This design comes from an exercise in tuning for small area, a short achievable clock period and few clock cycles per item on the open sky130 flow, not from production work.

==> flow/design.v <==
`default_nettype none
package cordic_pkg;
    localparam int word_width = 32;
    localparam int fp_bias = 127;
    localparam int max_iterations = 16;
    localparam logic [word_width-1:0] cordic_gain_init = 32'h4DBA_76D4;
    typedef union packed {
        logic [word_width-1:0] bits;
        struct packed {
            logic        sign;
            logic [7:0]  exponent;
            logic [22:0] mantissa;
        } fields;
    } fp_word_t;
    function automatic logic [word_width-1:0] atan_entry(input logic [3:0] index);
        logic [word_width-1:0] angle;
        case (index)
            4'd0:    angle = 32'h6487_ED51;
            4'd1:    angle = 32'h3B58_CE0A;
            4'd2:    angle = 32'h1F5B_75F9;
            4'd3:    angle = 32'h0FEA_DD4D;
            4'd4:    angle = 32'h07FD_56ED;
            4'd5:    angle = 32'h03FF_AAB7;
            4'd6:    angle = 32'h01FF_F555;
            4'd7:    angle = 32'h00FF_FEAA;
            4'd8:    angle = 32'h007F_FFD5;
            4'd9:    angle = 32'h003F_FFFA;
            4'd10:   angle = 32'h001F_FFFF;
            4'd11:   angle = 32'h000F_FFFF;
            4'd12:   angle = 32'h0007_FFFF;
            4'd13:   angle = 32'h0003_FFFF;
            4'd14:   angle = 32'h0001_FFFF;
            default: angle = 32'h0000_FFFF;
        endcase
        atan_entry = angle;
    endfunction
endpackage
`default_nettype wire
`default_nettype none
module angle_to_fixed (
    input  logic [31:0] angle,
    output logic [31:0] fixed_angle,
    output logic [9:0]  dsel
);
    logic [31:0] aligned;
    logic        in_range, in_a, in_b;
    logic [30:0] w;
    logic [4:0]  ge_a;
    logic [4:0]  ge_b;
    assign aligned     = {1'b1, angle[22:0], 8'b0};
    assign in_range    = (angle[30:28] == 3'b011);
    assign fixed_angle = in_range ? (aligned >> (~angle[27:23])) : 32'd0;
    assign w    = angle[30:0];
    assign in_b = (angle[30:23] == 8'd127);
    assign in_a = in_range & !in_b;
    assign ge_a[0] = 1'b1;
    assign ge_a[1] = (w >= 31'h3d9d3a95);
    assign ge_a[2] = (w >= 31'h3ea4bc7e);
    assign ge_a[3] = (w >= 31'h3f11152b);
    assign ge_a[4] = (w >= 31'h3f490fdb);
    assign ge_b[0] = 1'b1;
    assign ge_b[1] = (w[22:0] >= 23'h1b7813);
    assign ge_b[2] = (w[22:0] >= 23'h37756b);
    assign ge_b[3] = (w[22:0] >= 23'h56d0e1);
    assign ge_b[4] = (w[22:0] >= 23'h762c57);
    assign dsel[0] = (in_b & ge_b[0] & !ge_b[1]);   
    assign dsel[1] = (in_b & ge_b[1] & !ge_b[2]);   
    assign dsel[2] = (in_b & ge_b[2] & !ge_b[3]);   
    assign dsel[3] = (in_b & ge_b[3] & !ge_b[4]);   
    assign dsel[4] = (in_b & ge_b[4]);   
    assign dsel[5] = (in_a & ge_a[0] & !ge_a[1]) | !in_range;   
    assign dsel[6] = (in_a & ge_a[1] & !ge_a[2]);   
    assign dsel[7] = (in_a & ge_a[2] & !ge_a[3]);   
    assign dsel[8] = (in_a & ge_a[3] & !ge_a[4]);   
    assign dsel[9] = (in_a & ge_a[4]);   
endmodule
module preload_tables (
    input  logic [9:0]  dsel,
    output logic [31:0] x_pre,
    output logic [31:0] y_pre,
    output logic [31:0] offset
);
    always_comb begin
        x_pre  = '0;
        y_pre  = '0;
        offset = '0;
        if (dsel[0]) begin x_pre = x_pre | 32'h515f3467; y_pre = y_pre | 32'h9da0019b; offset = offset | 32'h709a6815; end
        if (dsel[1]) begin x_pre = x_pre | 32'h625ffe63; y_pre = y_pre | 32'haea0cb9b; offset = offset | 32'h5875728d; end
        if (dsel[2]) begin x_pre = x_pre | 32'h7360c863; y_pre = y_pre | 32'hc958e473; offset = offset | 32'h389fb7f3; end
        if (dsel[3]) begin x_pre = x_pre | 32'h7d18173d; y_pre = y_pre | 32'he67ed102; offset = offset | 32'h19be869b; end
        if (dsel[4]) begin x_pre = x_pre | 32'h7f85eaf5; y_pre = y_pre | 32'h06129148; offset = offset | 32'hf9e8cc01; end
        if (dsel[5]) begin x_pre = x_pre | 32'h7f85eaf3; y_pre = y_pre | 32'hf9ed6eb8; offset = offset | 32'h061733ff; end
        if (dsel[6]) begin x_pre = x_pre | 32'h7d18173d; y_pre = y_pre | 32'h19812efe; offset = offset | 32'he6417965; end
        if (dsel[7]) begin x_pre = x_pre | 32'h7360c863; y_pre = y_pre | 32'h36a71b8d; offset = offset | 32'hc760480d; end
        if (dsel[8]) begin x_pre = x_pre | 32'h625ffe65; y_pre = y_pre | 32'h515f3465; offset = offset | 32'ha78a8d73; end
        if (dsel[9]) begin x_pre = x_pre | 32'h515f3465; y_pre = y_pre | 32'h625ffe65; offset = offset | 32'h8f6597eb; end
    end
endmodule
`default_nettype wire
`default_nettype none
module cordic_rotator #(
    parameter int M       = 4,
    parameter int N       = 10,    
    parameter int XY_ARCH = 0,
    parameter int Z_ARCH  = 0
) (
    input  logic         clock,
    input  logic         arst_n,
    input  logic         clk_en,
    input  logic         start,
    input  logic [31:0]  fixed_angle,
    input  logic [N-1:0] dsel,
    output logic [31:0]  cos_fixed,
    output logic         done
);
    localparam int ZW = 29;
    logic         accept;
    logic         busy;
    logic         valid;
    logic         last;
    logic         first;     
    logic [N-1:0] sel;
    logic [3:0]   index;     
    logic [3:0]   index_n;   
    logic [15-M:0] onehot;
    logic [31:0]   x, y;
    logic [ZW-1:0] z, at, zo, zsum;
    logic [31:0]   xa, ya, xs, ys;
    logic [31:0]   x_pre, y_pre, offset;
    logic          neg;
    logic          pos;      
    logic          negy;     
    logic [31:0]   xt, yt, x_true, y_true;
    logic          px;       
    logic          px_n;     
    logic          qy;       
    assign accept = start & clk_en;
    assign last   = busy & !first & (index == 4'd15);
    assign neg    = z[ZW-1];
    always_comb begin
        at = '0;
        for (int k = 0; k <= 15 - M; k++) at = at | (onehot[k] ? ZW'(cordic_pkg::atan_entry(4'(M + k))) : ZW'(0));
    end
    preload_tables preload_tables_inst (.dsel(sel), .x_pre(x_pre), .y_pre(y_pre), .offset(offset));
    assign x_true = x ^ {32{px}};
    assign y_true = y ^ {32{qy}};
    assign ys = signed'(y_true) >>> index;
    assign xs = (first ? 32'd0 : x_true) >> (~index_n);
    assign xa = first ? x_pre : (x ^ {32{px ^ pos}});
    assign ya = first ? y_pre : (y ^ {32{qy ^ negy}});
    assign zo = first ? offset[ZW-1:0] : (neg ? at : ~at);
    cpa #(.W(32), .ARCH(XY_ARCH)) x_add (.a(xa), .b(ys), .ci(1'b0), .s(xt));
    cpa #(.W(32), .ARCH(XY_ARCH)) y_add (.a(ya), .b(xs), .ci(1'b0), .s(yt));
    cpa #(.W(ZW), .ARCH(Z_ARCH))  z_add (.a(z), .b(zo), .ci(!first && !neg), .s(zsum));
    always_ff @(posedge clock) begin
        if (accept) begin
            z        <= fixed_angle[ZW-1:0];
            pos      <= 1'b0;
            negy     <= 1'b0;
            sel      <= dsel;
            first    <= 1'b1;
            index    <= 4'(M - 1);
            index_n  <= 4'(15 - (M - 1));
            onehot   <= '0;
        end else begin
            z        <= zsum;
            pos      <= ~zsum[ZW-1];
            negy     <= zsum[ZW-1];
            first    <= 1'b0;
            index    <= index + 4'd1;
            index_n  <= index_n - 4'd1;
            onehot   <= {onehot[14-M:0], first};
        end
        x    <= xt;
        px   <= pos;
        px_n <= !pos;
        if (busy && !accept && !last) begin
            y  <= yt;
            qy <= negy;
        end else begin
            y  <= '0;
            qy <= 1'b0;
        end
    end
    always_ff @(posedge clock or negedge arst_n) begin
        if (!arst_n) begin
            busy  <= 1'b0;
            valid <= 1'b0;
            done  <= 1'b0;
        end else begin
            if (accept) begin
                busy  <= 1'b1;
                valid <= 1'b0;
            end else if (last) begin
                busy  <= 1'b0;
                valid <= 1'b1;
            end
            if (clk_en) done <= !start && (valid || last);
        end
    end
    assign cos_fixed = x ^ {32{!px_n}};
endmodule
`default_nettype wire
module cpa #(
    parameter int W = 32,
    parameter int ARCH = 1
) (
    input  logic [W-1:0] a,
    input  logic [W-1:0] b,
    input  logic         ci,
    output logic [W-1:0] s
);
    if (ARCH == 0) begin : g_beh
        logic [W:0] t;
        assign t = {a, 1'b1} + {b, ci};
        assign s = t[W:1];
    end else begin : g_pfx
        localparam int N = W + 1;
        localparam int L = $clog2(N);
        logic [N-1:0] g0, p0, gg, pp;
        assign g0 = {a & b, ci};
        assign p0 = {a ^ b, 1'b0};
        always_comb begin
            gg = g0;
            pp = p0;
            if (ARCH == 1) begin
                for (int l = 0; l < L; l++)
                    for (int j = (2 << l) - 1; j < N; j += (2 << l)) begin
                        gg[j] = gg[j] | (pp[j] & gg[j - (1 << l)]);
                        pp[j] = pp[j] & pp[j - (1 << l)];
                    end
                for (int l = L - 2; l >= 0; l--)
                    for (int j = 3 * (1 << l) - 1; j < N; j += (2 << l)) begin
                        gg[j] = gg[j] | (pp[j] & gg[j - (1 << l)]);
                        pp[j] = pp[j] & pp[j - (1 << l)];
                    end
            end else if (ARCH == 2) begin
                for (int l = 0; l < L; l++)
                    for (int j = 0; j < N; j++)
                        if ((j >> l) & 1) begin
                            gg[j] = gg[j] | (pp[j] & gg[((j >> l) << l) - 1]);
                            pp[j] = pp[j] & pp[((j >> l) << l) - 1];
                        end
            end else begin
                for (int j = 1; j < N; j++) begin
                    gg[j] = gg[j] | (pp[j] & gg[j - 1]);
                end
            end
        end
        assign s = p0[N-1:1] ^ gg[N-2:0];
    end
endmodule
`default_nettype none
module fixed_to_float (
    input  logic [31:0] cos_fixed,
    output logic [31:0] result
);
    assign result = {8'h3F, cos_fixed[31], cos_fixed[29:7]};
endmodule
`default_nettype wire
`default_nettype none
module cos_unit (
    input  logic        clock,
    input  logic        arst_n,
    input  logic        clk_en,
    input  logic        start,
    input  logic [31:0] dataa,
    output logic [31:0] result,
    output logic        done
);
    localparam int M = 4;
    localparam int N = 10;
    logic [31:0]  fixed_angle;
    logic [N-1:0] dsel;
    logic [31:0]  cos_fixed;
    angle_to_fixed angle_to_fixed_inst (
        .angle       (dataa),
        .fixed_angle (fixed_angle),
        .dsel        (dsel)
    );
    cordic_rotator #(.M(M), .N(N)) cordic_rotator_inst (
        .clock       (clock),
        .arst_n      (arst_n),
        .clk_en      (clk_en),
        .start       (start),
        .fixed_angle (fixed_angle),
        .dsel        (dsel),
        .cos_fixed   (cos_fixed),
        .done        (done)
    );
    fixed_to_float fixed_to_float_inst (
        .cos_fixed (cos_fixed),
        .result    (result)
    );
endmodule
`default_nettype wire
Settings: LEC_CHECK=0, ABC_AREA=1, CAP_MARGIN=20, CORE_MARGIN=2, CORE_UTILIZATION=45, SETUP_SLACK_MARGIN=4.8, SLEW_MARGIN=20, TNS_END_PERCENT=100; clock period 8.0 ns.
standard.sh (not shown) runs the stock make flow with config.mk's settings and CLKGATE_MAP_FILE= SYNTH_SCRIPT=/design/flow/synth_recipe.tcl, a recipe that flattens the netlist after the stock synthesis.
==> flow/flow/run.sh <==
#!/bin/bash
# Standard layout, but the port buffers are buf_2 cells instead of the delay
# buffers buffer_ports picks by default. Full tool output goes to standard_flow.log.
set -euo pipefail
bash standard.sh "BUFFER_PORTS_ARGS=-buffer_cell sky130_fd_sc_hd__buf_2" finish > standard_flow.log 2>&1
Change:
--- a/flow/design.v
+++ b/flow/design.v
@@ -128,38 +128,34 @@
     logic [31:0]   xa, ya, xs, ys;
     logic [31:0]   x_pre, y_pre, offset;
     logic          neg;
     logic          pos;      
     logic          negy;     
-    logic [31:0]   xt, yt, x_true, y_true;
-    logic          px;       
-    logic          px_n;     
-    logic          qy;       
+    logic [31:0]   xt, yt, xsum, ysum;
     assign accept = start & clk_en;
     assign last   = busy & !first & (index == 4'd15);
     assign neg    = z[ZW-1];
     always_comb begin
         at = '0;
         for (int k = 0; k <= 15 - M; k++) at = at | (onehot[k] ? ZW'(cordic_pkg::atan_entry(4'(M + k))) : ZW'(0));
     end
     preload_tables preload_tables_inst (.dsel(sel), .x_pre(x_pre), .y_pre(y_pre), .offset(offset));
-    assign x_true = x ^ {32{px}};
-    assign y_true = y ^ {32{qy}};
-    assign ys = signed'(y_true) >>> index;
-    assign xs = (first ? 32'd0 : x_true) >> (~index_n);
-    assign xa = first ? x_pre : (x ^ {32{px ^ pos}});
-    assign ya = first ? y_pre : (y ^ {32{qy ^ negy}});
+    assign ys = signed'(y) >>> index;
+    assign xs = (first ? 32'd0 : x) >> (~index_n);
+    assign xa = first ? x_pre : (pos ? ~x : x);
+    assign ya = first ? y_pre : (negy ? ~y : y);
     assign zo = first ? offset[ZW-1:0] : (neg ? at : ~at);
     cpa #(.W(32), .ARCH(XY_ARCH)) x_add (.a(xa), .b(ys), .ci(1'b0), .s(xt));
     cpa #(.W(32), .ARCH(XY_ARCH)) y_add (.a(ya), .b(xs), .ci(1'b0), .s(yt));
     cpa #(.W(ZW), .ARCH(Z_ARCH))  z_add (.a(z), .b(zo), .ci(!first && !neg), .s(zsum));
+    assign xsum = pos ? ~xt : xt;
+    assign ysum = negy ? ~yt : yt;
     always_ff @(posedge clock) begin
         if (accept) begin
             z        <= fixed_angle[ZW-1:0];
             pos      <= 1'b0;
             negy     <= 1'b0;
-            sel      <= dsel;
             first    <= 1'b1;
             index    <= 4'(M - 1);
             index_n  <= 4'(15 - (M - 1));
             onehot   <= '0;
         end else begin
@@ -169,20 +165,13 @@
             first    <= 1'b0;
             index    <= index + 4'd1;
             index_n  <= index_n - 4'd1;
             onehot   <= {onehot[14-M:0], first};
         end
-        x    <= xt;
-        px   <= pos;
-        px_n <= !pos;
-        if (busy && !accept && !last) begin
-            y  <= yt;
-            qy <= negy;
-        end else begin
-            y  <= '0;
-            qy <= 1'b0;
-        end
+        sel <= dsel;
+        x   <= xsum;
+        y   <= (busy && !accept && !last) ? ysum : 32'd0;
     end
     always_ff @(posedge clock or negedge arst_n) begin
         if (!arst_n) begin
             busy  <= 1'b0;
             valid <= 1'b0;
@@ -196,11 +185,11 @@
                 valid <= 1'b1;
             end
             if (clk_en) done <= !start && (valid || last);
         end
     end
-    assign cos_fixed = x ^ {32{!px_n}};
+    assign cos_fixed = x;
 endmodule
 `default_nettype wire
 module cpa #(
     parameter int W = 32,
     parameter int ARCH = 1
=>
- The changed run completed with no timing, DRC or antenna violations
- core utilization falls by 0.31 points
- die area falls by a few percent
- global-route usage falls by 1.6 points
- non-clock buffer count falls by 12
Function was not checked in any run of this note: the RTL went through the layout flow alone.

separate check: timing with driven ports:
The results above use ideal ports. As a check the final layouts listed here were re-extracted and re-timed, cells and wires unchanged. Step 1, drivers: a clkbuf_16 drives clock and a buf_2 each remaining input, both assumed. Step 2 adds t to the input delays and takes it off the output delays; t is the mean of the earliest and latest rising clock arrival at the registers after step 1. Input paths then give back, and output paths get back, about the clock's delay inside the block. Slacks: ideal ports / drivers / drivers and shift; pairs: ideal ports / drivers.
run	shift t [ns]	setup slack, ns	latest minus earliest clock arrival (ns)	worst data-port slew with drivers (ns)
the first run	0.550	4.849 / 4.840 / 4.548	0.015 / 0.014	0.04
the second run	0.516	4.803 / 4.803 / 4.518	0.017 / 0.017	0.05
After both steps setup and hold are still met in every run listed. For the first run, which loses most, drivers alone change the setup slack by -0.009 ns; drivers and shift together by -0.301 ns.
